From an optimization exercise on the open Yosys and OpenROAD flow, aimed at small area, a short achievable clock period and few clock cycles per item; shortcuts taken in it are not production practice.
RTL that was checked went through simulation tests only; none was proved equivalent to the original.
Power is estimated from default activity; no workload was simulated. The flow treats the clock pin as an ideal source, which a real chip does not have.

## build 88
// apb4_sram_slave
module apb4_sram_slave
#(
  parameter int ADDR_W      = apb4_sram_pkg::DEF_ADDR_W,
  parameter int DATA_W      = apb4_sram_pkg::DEF_DATA_W,
  parameter int DEPTH       = apb4_sram_pkg::DEF_DEPTH,
  parameter int WAIT_CYCLES = 0
) (
  input  logic                pclk,
  input  logic                presetn,
  input  logic                psel,
  input  logic                penable,
  input  logic                pwrite,
  input  logic [ADDR_W-1:0]   paddr,
  input  logic [DATA_W-1:0]   pwdata,
  input  logic [DATA_W/8-1:0] pstrb,
  output logic [DATA_W-1:0]   prdata,
  output logic                pready,
  output logic                pslverr
);
Size: roughly 3900 cells after synthesis, about 110 I/O pins, roughly 0.075 mm² of cells after synthesis.
Settings: LEC_CHECK=0, CAP_MARGIN=20, CORE_MARGIN=2, CORE_UTILIZATION=70, CTS_CLUSTER_DIAMETER=100, CTS_CLUSTER_SIZE=30, PLACE_DENSITY=0.78, SETUP_SLACK_MARGIN=1.8, SLEW_MARGIN=20, SYNTH_HIERARCHICAL=1, SYNTH_MINIMUM_KEEP_SIZE=0; clock period 3.3 ns.
run.sh (not shown) runs the stock make flow with config.mk's settings and CLKGATE_MAP_FILE= SYNTH_SCRIPT=/design/flow/synth_recipe.tcl, a recipe that flattens the netlist after the stock synthesis.
Build 88 completed end to end with timing, DRC and antenna clean.
Testbench counts of build 88, summed over its fixed seeds: cycles 80,000, transfers 40,000.
Input changes introduced in trial 39 (baseline for comparison: build 88):
Settings: a change of SETUP_SLACK_MARGIN from 1.8 to 1.65.
==> flow/flow/run.sh (new file) <==
#!/bin/bash
# The standard layout, with power recovery after global routing (it downsizes
# cells on paths with spare slack) and no dummy loads in the clock tree.
# make's full output goes to flow_make.log; ORFS keeps each step's log under orfs/logs.
set -euo pipefail
bash standard.sh RECOVER_POWER=30 \
  "CTS_ARGS=-sink_clustering_enable -repair_clock_nets -sink_clustering_size 30 -sink_clustering_max_diameter 100 -dont_use_dummy_load" \
  finish > flow_make.log 2>&1
==> flow/standard.sh (new file) <==
#!/bin/bash
# synth_recipe.tcl (not shown) runs the flow's synth.tcl, then flattens the netlist and writes it again
# the make line also repeats each setting of config.mk as NAME=value (left out here)
make -C /OpenROAD-flow-scripts/flow DESIGN_CONFIG=/design/flow/config.mk WORK_HOME=/design/flow/orfs CLKGATE_MAP_FILE= SYNTH_SCRIPT=/design/flow/synth_recipe.tcl "${@:-finish}"
removed: flow/run.sh
Results
- The final report for trial 39 shows a completed flow and a layout that fails verification, specifically capacitance limit, slew limit.
- Diff build 88..trial 39 | number of hold buffers added after CTS | unchanged
- Between build 88 and trial 39, the instance count on the critical path is higher for trial 39.
- | fraction of standard cell area in multi-input logic | higher: trial 39 |
- Number of filler cells placed in the layout went down by a few percent going from build 88 to trial 39.
- Sort build 88 and trial 39 by worst setup slack after layout desc -> top: build 88
- Largest stage delay on the critical path (lower): build 88
- Design area for trial 39 is higher than for build 88.

---

The RTL this note starts from:
==> flow/design.v <==
package apb4_sram_pkg;
  typedef enum logic [1:0] {
    ST_IDLE   = 2'd0,
    ST_SETUP  = 2'd1,
    ST_WAIT   = 2'd2,
    ST_ACCESS = 2'd3
  } apb_state_e;
  localparam int DEF_ADDR_W      = 32;
  localparam int DEF_DATA_W      = 32;
  localparam int DEF_DEPTH       = 64;
  localparam int DEF_WAIT_CYCLES = 2;
  localparam int WAIT_CYCLES_MAX = 15;
  localparam int CNT_W           = 4;
  function automatic logic [CNT_W-1:0] wait_load(input int cycles);
    if (cycles > WAIT_CYCLES_MAX) begin
      wait_load = CNT_W'(WAIT_CYCLES_MAX);
    end else if (cycles < 0) begin
      wait_load = {CNT_W{1'b0}};
    end else begin
      wait_load = CNT_W'(cycles);
    end
  endfunction
endpackage
module apb4_sram_mem
#(
  parameter int DATA_W = apb4_sram_pkg::DEF_DATA_W,
  parameter int DEPTH  = apb4_sram_pkg::DEF_DEPTH,
  parameter int AW     = 6
) (
  input  logic                clk,
  input  logic                rst_n,
  input  logic [AW-1:0]       addr,
  input  logic                wstart,
  input  logic [DATA_W/8-1:0] be,
  input  logic [DATA_W-1:0]   wdata,
  input  logic                re,
  output logic [DATA_W-1:0]   rdata
);
  localparam int BYTES = DATA_W / 8;
  localparam int GRP   = 8;
  localparam int NGRP  = DEPTH / GRP;
  logic [DEPTH-1:0][DATA_W-1:0] mem_r;
  logic [GRP-1:0]  sel_lo;
  logic [NGRP-1:0] sel_hi;
  logic [NGRP-1:0] rsel_hi;
  always_comb begin
    for (int i = 0; i < GRP; i++) begin
      sel_lo[i] = (addr[2:0] == 3'(i));
    end
    for (int i = 0; i < NGRP; i++) begin
      sel_hi[i]  = (addr[AW-1:3] == (AW-3)'(i));
      rsel_hi[i] = re && sel_hi[i];
    end
  end
  logic [GRP-1:0]  wsel_lo_r;
  logic [NGRP-1:0] wsel_hi_r;
  always_ff @(posedge clk or negedge rst_n) begin
    if (!rst_n) begin
      wsel_hi_r <= {NGRP{1'b0}};
    end else begin
      wsel_hi_r <= wstart ? sel_hi : {NGRP{1'b0}};
    end
  end
  always_ff @(posedge clk) begin
    wsel_lo_r <= sel_lo;
  end
  logic [NGRP-1:0]          wsel_hi_n;
  logic [GRP-1:0][BYTES-1:0] wsel_lob_n;
  logic [DEPTH-1:0][BYTES-1:0] wen;
  always_comb begin
    wsel_hi_n = ~wsel_hi_r;
    for (int i = 0; i < GRP; i++) begin
      for (int b = 0; b < BYTES; b++) begin
        wsel_lob_n[i][b] = !(wsel_lo_r[i] && be[b]);
      end
    end
  end
  for (genvar w = 0; w < DEPTH; w++) begin : g_wen
    for (genvar b = 0; b < BYTES; b++) begin : g_byte
      apb4_sram_nor2 u_wen (
        .a (wsel_hi_n[w / GRP]),
        .b (wsel_lob_n[w % GRP][b]),
        .y (wen[w][b])
      );
    end
  end
  always_ff @(posedge clk) begin
    for (int w = 0; w < DEPTH; w++) begin
      for (int b = 0; b < BYTES; b++) begin
        if (wen[w][b]) begin
          mem_r[w][b*8 +: 8] <= wdata[b*8 +: 8];
        end
      end
    end
  end
  for (genvar b = 0; b < DATA_W; b++) begin : g_rbit
    logic [NGRP-1:0] grp;
    for (genvar g = 0; g < NGRP; g++) begin : g_grp
      logic [GRP-1:0] col;
      for (genvar k = 0; k < GRP; k++) begin : g_col
        assign col[k] = mem_r[g*GRP + k][b];
      end
      apb4_sram_andor8 u_lo (.a (col), .s (sel_lo), .y (grp[g]));
    end
    apb4_sram_andor8 u_hi (.a (grp), .s (rsel_hi), .y (rdata[b]));
  end
endmodule
module apb4_sram_andor8 (
  input  logic [7:0] a,
  input  logic [7:0] s,
  output logic       y
);
  assign y = |(a & s);
endmodule
module apb4_sram_nor2 (
  input  logic a,
  input  logic b,
  output logic y
);
  assign y = !(a || b);
endmodule
module apb4_sram_slave
#(
  parameter int ADDR_W      = apb4_sram_pkg::DEF_ADDR_W,
  parameter int DATA_W      = apb4_sram_pkg::DEF_DATA_W,
  parameter int DEPTH       = apb4_sram_pkg::DEF_DEPTH,
  parameter int WAIT_CYCLES = 0
) (
  input  logic                pclk,
  input  logic                presetn,
  input  logic                psel,
  input  logic                penable,
  input  logic                pwrite,
  input  logic [ADDR_W-1:0]   paddr,
  input  logic [DATA_W-1:0]   pwdata,
  input  logic [DATA_W/8-1:0] pstrb,
  output logic [DATA_W-1:0]   prdata,
  output logic                pready,
  output logic                pslverr
);
  localparam int BYTES  = DATA_W / 8;
  localparam int OFF_W  = $clog2(BYTES);
  localparam int MEM_AW = (DEPTH > 1) ? $clog2(DEPTH) : 1;
  logic              pready_r;
  logic              pslverr_r;
  logic [DATA_W-1:0] prdata_r;
  logic [ADDR_W-1:0] word_idx_s;
  logic              err_s;
  logic              setup_s;
  logic [BYTES-1:0]  be_s;
  logic [DATA_W-1:0] mem_rdata_s;
  always_comb begin
    word_idx_s = paddr >> OFF_W;
    err_s      = ((paddr & ADDR_W'(BYTES - 1)) != {ADDR_W{1'b0}}) ||
                 (word_idx_s >= ADDR_W'(DEPTH));
  end
  always_comb begin
    be_s = pstrb;
  end
  assign setup_s = psel && !penable && !pready_r;
  always_ff @(posedge pclk or negedge presetn) begin
    if (!presetn) begin
      pready_r  <= 1'b0;
      pslverr_r <= 1'b0;
    end else begin
      pready_r  <= setup_s;
      pslverr_r <= setup_s && err_s;
    end
  end
  always_ff @(posedge pclk) begin
    prdata_r <= mem_rdata_s;
  end
  apb4_sram_mem #(
    .DATA_W (DATA_W),
    .DEPTH  (DEPTH),
    .AW     (MEM_AW)
  ) u_mem (
    .clk    (pclk),
    .rst_n  (presetn),
    .addr   (word_idx_s[MEM_AW-1:0]),
    .wstart (setup_s && pwrite && !err_s),
    .be     (be_s),
    .wdata  (pwdata),
    .re     (!err_s),
    .rdata  (mem_rdata_s)
  );
  assign prdata  = prdata_r;
  assign pready  = pready_r;
  assign pslverr = pslverr_r;
endmodule
Settings: LEC_CHECK=0, CAP_MARGIN=20, CORE_MARGIN=2, CORE_UTILIZATION=60, CTS_CLUSTER_DIAMETER=100, CTS_CLUSTER_SIZE=30, SETUP_SLACK_MARGIN=1.5, SLEW_MARGIN=20, SYNTH_HIERARCHICAL=1, SYNTH_MINIMUM_KEEP_SIZE=0; clock period 3.3 ns.
Stock flow here: none of the scripts above is used.
The baseline produced a clean layout.
Edit:
--- a/flow/config.mk
+++ b/flow/config.mk
@@ -11,4 +11,5 @@
 export CTS_CLUSTER_DIAMETER = 100
 export CTS_CLUSTER_SIZE = 30
+export PLACE_DENSITY = 0.72
 export SETUP_SLACK_MARGIN = 1.5
 export SLEW_MARGIN = 20
Synthesized area does not change.
Synthesized cell count stays the same.
Global-route usage came out lower by 0.38 points.
Final area came out higher by 0.90%.
Wire length came out lower by about 1%.
Register-to-register slack loses 0.10 ns.
Function was not checked in any run of this note: the RTL went through the layout flow alone.

---

Another version of the RTL of apb4_sram_slave (not shown whole).
Size: about 3900 cells after synthesis, ~2100 flip-flops, about 76000 µm² of cells after synthesis.
export LEC_CHECK = 0
export CAP_MARGIN = 20
export CORE_MARGIN = 2
export CORE_UTILIZATION = 66
export CTS_CLUSTER_DIAMETER = 100
export CTS_CLUSTER_SIZE = 30
export PLACE_DENSITY = 0.74
export SETUP_SLACK_MARGIN = 1.6
export SLEW_MARGIN = 20
export SYNTH_HIERARCHICAL = 1
export SYNTH_MINIMUM_KEEP_SIZE = 0
create_clock -name core_clock -period 3.3 [get_ports {pclk}]
Change:
- CORE_UTILIZATION: 66 -> 70
- PLACE_DENSITY: 0.74 -> 0.78
- SETUP_SLACK_MARGIN: 1.6 -> 1.65
Outcome: Worst setup slack improves by 180 ps; area after synthesis does not change; sequential power hardly moves.
Function was not checked in any run of this note: the RTL went through the layout flow alone.

-- static timing again, ports no longer ideal --
No port has a modelled driver above. Below, the same layouts with a new extraction and two added sets of constraints. Step 1 assumes that a clkbuf_16 drives the clock port and a buf_2 every other input. Step 2, shift: input delay + t, output delay - t, t = (earliest + latest rising clock arrival at the registers) / 2. This alone moves slack from input paths to output paths. Three values: ideal ports, drivers, drivers and shift; two values: the first two.
run	t, ns	slack for setup (ns)	worst setup path at the end	slew at the worst register clock pin (ns)	worst slew at a driven data input, ns
build 88	0.765	1.341 / 1.349 / 0.585	input to register	0.12 / 0.12	0.06
trial 39	0.776	0.826 / 0.831 / 0.055	input to register	0.12 / 0.12	0.25
the first run of note 2	0.778	1.196 / 1.221 / 0.457	input to register	0.12 / 0.12	0.21
the second run of note 2	0.778	1.281 / 1.307 / 0.529	input to register	0.12 / 0.12	0.13
the first run of note 3	0.779	1.153 / 1.126 / 0.347	input to register	0.12 / 0.12	0.16
the second run of note 3	0.784	1.331 / 1.250 / 0.466	input to register	0.12 / 0.12	0.21
The setup slack of the second run of note 3, which loses most, moves by -0.081 ns with the drivers and by -0.865 ns with both steps.
